Context: an optimization exercise on an open-source flow, tuned for small area and a short achievable clock period. The choices shown serve that exercise and are no tape-out recipe.
RTL that was checked went through simulation tests only; none was proved equivalent to the original.
Power and IR drop assume default switching activity.

Design tdisto_accum, start of the top module:
module tdisto_accum (
  input  logic        clk,
  input  logic        rst_n,
  input  logic        start,
  input  logic [15:0] tlambda,
  input  logic [31:0] sum_a,
  input  logic        done_a,
  input  logic [31:0] sum_b,
  input  logic        done_b,
  output logic        busy,
  output logic [31:0] disto,
  output logic        disto_valid,
  output logic        err
);
For scale: ~210 flip-flops, roughly 0.016 mm² of cells after synthesis.
==> flow/config.mk <==
export PLATFORM = sky130hd
export DESIGN_NAME = tdisto_accum
export DESIGN_NICKNAME = tdisto_accum
export VERILOG_FILES = /design/flow/design.v
export SDC_FILE = /design/flow/constraint.sdc
export NUM_CORES = 4
export LEC_CHECK = 0
export CAP_MARGIN = 20
export CORE_MARGIN = 2
export CORE_UTILIZATION = 45
export SETUP_SLACK_MARGIN = 2.5
export SLEW_MARGIN = 20
==> flow/constraint.sdc <==
create_clock -name core_clock -period 7.0 [get_ports {clk}]
set_input_delay 1.4000 -clock core_clock [delete_from_list [all_inputs] [get_ports {clk}]]
set_output_delay 1.4000 -clock core_clock [all_outputs]
set_load 0.01 [all_outputs]
standard.sh (not shown) runs the stock make flow with config.mk's settings and CLKGATE_MAP_FILE= SYNTH_SCRIPT=/design/flow/synth_recipe.tcl, a recipe that flattens the netlist after the stock synthesis.
==> flow/flow/run.sh <==
#!/bin/bash
# The standard layout, with plain buffers on the ports instead of the
# delay-cell buffers that buffer_ports picks by default.
set -euo pipefail
export BUFFER_PORTS_ARGS="-buffer_cell sky130_fd_sc_hd__buf_1"
bash standard.sh finish > standard_flow.log 2>&1
The starting point ran to the end with no violations.
Next try:
Settings changed: CORE_UTILIZATION 45 to 60.
The new run completed with no timing, DRC or antenna violations.
Wire length increases by 1.2%.
Non-clock buffer count increases by 12.
Global-route usage increases by 6.1 points.
Worst setup slack improved by 20 ps.
Via count increases by 2.7%.
Final area is about the same.
No run of this note included a check of the RTL's function; only the layout flow was run.

---

## run A
Another version of the RTL of tdisto_accum (not shown whole).
For scale: roughly 1800 cells after synthesis, ~120 I/O pins, ~0.015 mm² of cells after synthesis.
Settings: LEC_CHECK=0, CAP_MARGIN=20, CORE_MARGIN=2, CORE_UTILIZATION=60, SETUP_SLACK_MARGIN=2.5, SLEW_MARGIN=20; clock period 7.0 ns.
Scripts as last shown in full above: flow/flow/run.sh
Run A closes out successfully: all stages finished, all timing, DRC and antenna checks passed.
Setup changes, run A to run B
- a change of SLEW_MARGIN from 20 to 0
- a change of CAP_MARGIN from 20 to 0
==> comparison <==
In run B relative to run A, total power divided by cell area had gone up slightly. Run B -> run A: number of top-level pins delta 0, exact match. Run A has a higher portion of total power attributed to the clock network than run B. Total wirelength of the detailed-routed design of run B exceeds that of run A slightly. | fraction of power spent switching nets | run B vs run A | ≈ equal |. Compared with run A, run B shows a wire length on met1 that is 140 µm higher.
diff inputs: run B => run C
- SLEW_MARGIN: 0 -> 20
- TNS_END_PERCENT: unset -> 5
- CAP_MARGIN: 0 -> 20
## What came out
Changes observed in run C relative to run B: period utilization grew by 0.16 points, final cell count stayed essentially flat, combinational share of power now sits at about the same level, per-instance average area after synthesis comparable, combinational power did not really move. The wire length was comparable across run B and run C. Comparing run B and run C, the higher non-clock buffer count was measured on run B.

---

Another version of the RTL of tdisto_accum (not shown whole).
For scale: roughly 210 flip-flops, ~120 I/O pins.
clock: 7.0 ns
lec_check: 0
cap_margin: 20
core_margin: 2
core_utilization: 60
place_density: 0.75
setup_slack_margin: 2.5
slew_margin: 20
Scripts as last shown in full above: flow/flow/run.sh
Rerun with:
- PLACE_DENSITY: 0.75 -> unset
- SETUP_SLACK_MARGIN: 2.5 -> 3.1
Synthesized area is unchanged; final cell count came out higher by 2.0%; clock power hardly moves; via count came out higher by 1.6%; routed wire length came out higher by 5.3%; design area came out higher by 4.9%; global-route usage came out higher by 1.7 points; setup slack is better by 0.20 ns; non-clock buffer count came out higher by 43; first-iteration DRC count came out higher by 32%; core utilization came out higher by 3.3 points.
Rerun with:
- SETUP_SLACK_MARGIN: 3.1 -> 2.5
Result: Non-clock buffer count drops by 46; global-route usage decreases by 2.1 points; synthesized cell count is unchanged.
Rerun with:
- SETUP_SLACK_MARGIN: 2.5 -> 2.8
Result:
- setup slack improves by 0.11 ns
- via count increases by about 2.8%
- wire length increases by about 2.1%
- power increases by about 7%
- worst hold slack improves by 0.0078 ns

---

tdisto_accum, a different RTL version from the one above (not shown whole).
Size in the first run: ~1600 cells after synthesis, about 200 flip-flops, roughly 120 I/O pins, ~15000 um2 of cells after synthesis.
Settings: LEC_CHECK=0, CAP_MARGIN=20, CORE_MARGIN=2, CORE_UTILIZATION=60, SETUP_SLACK_MARGIN=2.0, SLEW_MARGIN=20; clock period 7.0 ns.
run.sh (not shown) runs the stock make flow with config.mk's settings and CLKGATE_MAP_FILE= SYNTH_SCRIPT=/design/flow/synth_recipe.tcl, a recipe that flattens the netlist after the stock synthesis.
Stock flow here: none of the scripts above is used.
The baseline ran to the end with no violations.
Next try:
Settings changed: ABC_AREA set to 1, SETUP_SLACK_MARGIN 2.0 to 2.5.
Outcome:
- clock power hardly moves
- cell count rises by 21%
- via count rose by 19%
- die area came out higher by 6.2%
- worst setup slack improves by 470 ps
- core utilization grows by 2.4 points
- synthesized cell count went up by 24%
- non-clock buffer count rises by 10
No run of this note included a check of the RTL's function; only the layout flow was run.

---

## run 1
Another version of the RTL of tdisto_accum (not shown whole).
For scale: ~150 flip-flops, ~120 I/O pins, roughly 15000 µm² of cells after synthesis.
==> flow/config.mk <==
export PLATFORM = sky130hd
export DESIGN_NAME = tdisto_accum
export DESIGN_NICKNAME = tdisto_accum
export VERILOG_FILES = /design/flow/design.v
export SDC_FILE = /design/flow/constraint.sdc
export NUM_CORES = 4
export LEC_CHECK = 0
export CAP_MARGIN = 20
export CORE_MARGIN = 2
export CORE_UTILIZATION = 60
export CTS_CLUSTER_DIAMETER = 120
export CTS_CLUSTER_SIZE = 30
export SETUP_SLACK_MARGIN = 2.5
export SLEW_MARGIN = 20
==> flow/constraint.sdc <==
create_clock -name core_clock -period 7.0 [get_ports {clk}]
set_input_delay 1.4000 -clock core_clock [delete_from_list [all_inputs] [get_ports {clk}]]
set_output_delay 1.4000 -clock core_clock [all_outputs]
set_load 0.01 [all_outputs]
standard.sh (not shown) runs the stock make flow with config.mk's settings and CLKGATE_MAP_FILE= SYNTH_SCRIPT=/design/flow/synth_recipe.tcl, a recipe that flattens the netlist after the stock synthesis.
Scripts as last shown in full above: flow/flow/run.sh
In summary, run 1 completed successfully, with a layout that passed the timing, DRC and antenna checks.
### run 1 -> run 2
- removing CTS_CLUSTER_SIZE (formerly 30)
- removing CTS_CLUSTER_DIAMETER (formerly 120)
- changing SETUP_SLACK_MARGIN from 2.5 to 2.7
### Flow results
Summary: final critical-path required period, run 2 better than run 1. Power density over the cells: run 2 vs run 1 up 2.4%. Run 1 went all the way through synthesis, placement and routing and the layout is clean on timing, DRC and antenna. Run 2 | status: complete | timing, DRC, antenna: pass. Changes observed in run 2 relative to run 1: global-route wire length before repair shows an increase of about 1.6%; sequential share of layout area shows a reduction of 0.30 points; sum of internal, switching and leakage power shows an increase of about 4.6%; maximum resistive drop on vdd shows an increase of 0.033 mV. Run 2 ends up with higher setup slack than run 1 does.
For run 3, these inputs were changed with respect to run 2:
- changing SETUP_SLACK_MARGIN from 2.7 to 3.0
Notes after the runs:
Compared run 3 vs run 2, and top fanout value on the critical path is down in run 3. Mean routed wirelength per cell of run 2 is on par with run 3. Part of the total power dissipated in combinational logic (lower): run 2. [compare] base=run 2 new=run 3: portion of the layout cell area used by non-clock buffers +1.9 points, via count increased by 2.1% relative to the old numbers. Run 3 vs. run 2: power went up by 16%.
What run 4 does differently from run 3 at the input level:
- SETUP_SLACK_MARGIN now 2.8, was 3.0
- GPL_ROUTABILITY_DRIVEN now 0, previously not set
[summary]
Register area: run 3 vs run 4, no meaningful difference
Inverter count of the layout excluding clock inverters: run 4 vs run 3 — no meaningful difference
Mean instance size in the synthesized netlist: run 3 vs run 4 identical
Compared with run 3, in run 4 number of ordinary and repair buffers in the finished layout fell 7.8%; worst hold slack about even; routed wire length fell 2.1 mm; proportion of final cell area spent on non-clock buffers fell 0.74 points.
The following lists how run 5 was set up differently from run 4:
- a change of CORE_UTILIZATION from 60 to 50
- a deleted GPL_ROUTABILITY_DRIVEN that had been 0
Notes after the runs:
[diff] post-placement worst setup slack, run 5 relative to run 4: regression. From run 4 to run 5 the numbers moved as follows: worst hold slack went down, leakage component of the power did not really move, total routing resource utilization after global routing went down, power went down, non-clock buffer count went down. When run 5 is measured against run 4, its final-stage net count turns out about 0.32% lower. Note that the area of the core recorded for run 4 amounts to 0.838 times the value seen in run 5. Re share of total power in the clock network: run 4 was lower than run 5. Run 5 vs run 4, endpoint of the worst setup timing path: v_q[28] vs disto_q[22]. When run 5 is set beside run 4, its final core utilization turns out to be 11 points smaller. Comparing run 5 with run 4, the sequential share of layout area came out essentially unchanged.

---

## job 101
Another version of the RTL of tdisto_accum (not shown whole).
Size in the first run: about 1900 cells after synthesis, roughly 230 flip-flops.
export LEC_CHECK = 0
export CAP_MARGIN = 20
export CORE_MARGIN = 2
export CORE_UTILIZATION = 60
export SETUP_SLACK_MARGIN = 2.5
export SLEW_MARGIN = 20
export SYNTH_HIERARCHICAL = 1
create_clock -name core_clock -period 7.0 [get_ports {clk}]
Scripts as last shown in full above: flow/flow/run.sh
Job 101 completed end to end with timing, DRC and antenna clean.
diff inputs: job 101 => job 102
==> flow/run.sh (new file) <==
#!/bin/bash
# synth_recipe.tcl (not shown) runs the flow's synth.tcl, then flattens the netlist and writes it again
# the make line also repeats each setting of config.mk as NAME=value (left out here)
make -C /OpenROAD-flow-scripts/flow DESIGN_CONFIG=/design/flow/config.mk WORK_HOME=/design/flow/orfs CLKGATE_MAP_FILE= SYNTH_SCRIPT=/design/flow/synth_recipe.tcl finish
removed: flow/flow/run.sh
removed: flow/standard.sh
Results
Job 102 ended with more fraction of power consumed by combinational cells than job 101.
Job 102: via count of the first global-routing pass is 608 higher than what job 101 reported.
Relative to job 101, global router's overall resource usage has increased by 0.59 points in job 102.
Going from job 101 to job 102, layout filler cell count shrinks by about 4.3%.
In the reports for job 101 and job 102, the smaller maximum fanout count along the critical path belongs to job 102.
Summary — ratio of routed vias to standard cells, job 102 relative to job 101: higher, by 1.6%.
Job 102 vs. job 101: switching portion of total power up 0.60 points; slew at the pin closest to its max-slew limit down 0.0074 ns; total negative setup slack flat; post-route total power up 0.072 mW.
Job 102: final worst slack is 0.011 ns higher than what job 101 reported.
No functional check of the RTL was part of any run of this note.

afterwards: timing with drivers on the ports:
Ports are ideal in the flow. The routed layouts listed here were re-timed in OpenROAD.
Step 1, drivers: a clkbuf_16 drives clk and a buf_2 each remaining input, both assumed.
Step 2 adds t to the input delays and takes it off the output delays; t is the mean of the earliest and latest rising clock arrival at the registers after step 1. Input paths then give back, and output paths get back, about the clock's delay inside the block.
Slacks: ideal ports / drivers / drivers and shift; pairs: ideal ports / drivers.
| run | t, ns | setup WS [ns] | cell pins on the clock port's net |
|---|---|---|---|
| the first run of note 1 | 0.588 | 2.343 / 2.343 / 2.199 | 1 |
| the second run of note 1 | 0.591 | 2.363 / 2.363 / 2.095 | 1 |
| run A | 0.482 | 2.613 / 2.613 / 2.513 | 1 |
| run B | 0.488 | 2.600 / 2.600 / 2.499 | 1 |
| run C | 0.487 | 2.588 / 2.588 / 2.525 | 1 |
| the first run of note 3 | 0.569 | 2.445 / 2.445 / 2.372 | 1 |
| the second run of note 3 | 0.585 | 2.643 / 2.643 / 2.643 | 1 |
| the third run of note 3 | 0.586 | 2.545 / 2.545 / 2.362 | 1 |
| the fourth run of note 3 | 0.587 | 2.657 / 2.657 / 2.416 | 1 |
| the first run of note 4 | 0.498 | 2.031 / 2.031 / 2.031 | 1 |
| the second run of note 4 | 0.495 | 2.497 / 2.497 / 2.497 | 1 |
| run 1 | 0.493 | 2.690 / 2.690 / 2.497 | 1 |
| run 2 | 0.496 | 2.754 / 2.754 / 2.577 | 1 |
| run 3 | 0.493 | 2.836 / 2.836 / 2.572 | 1 |
| run 4 | 0.498 | 2.781 / 2.781 / 2.593 | 1 |
| run 5 | 0.504 | 2.838 / 2.838 / 2.571 | 1 |
| job 101 | 0.598 | 2.471 / 2.471 / 2.400 | 1 |
| job 102 | 0.593 | 2.482 / 2.482 / 2.003 | 1 |
After both steps every run listed still meets setup and hold. The setup slack of job 102, which loses most, moves by 0.000 ns with the drivers and by -0.479 ns with both steps.
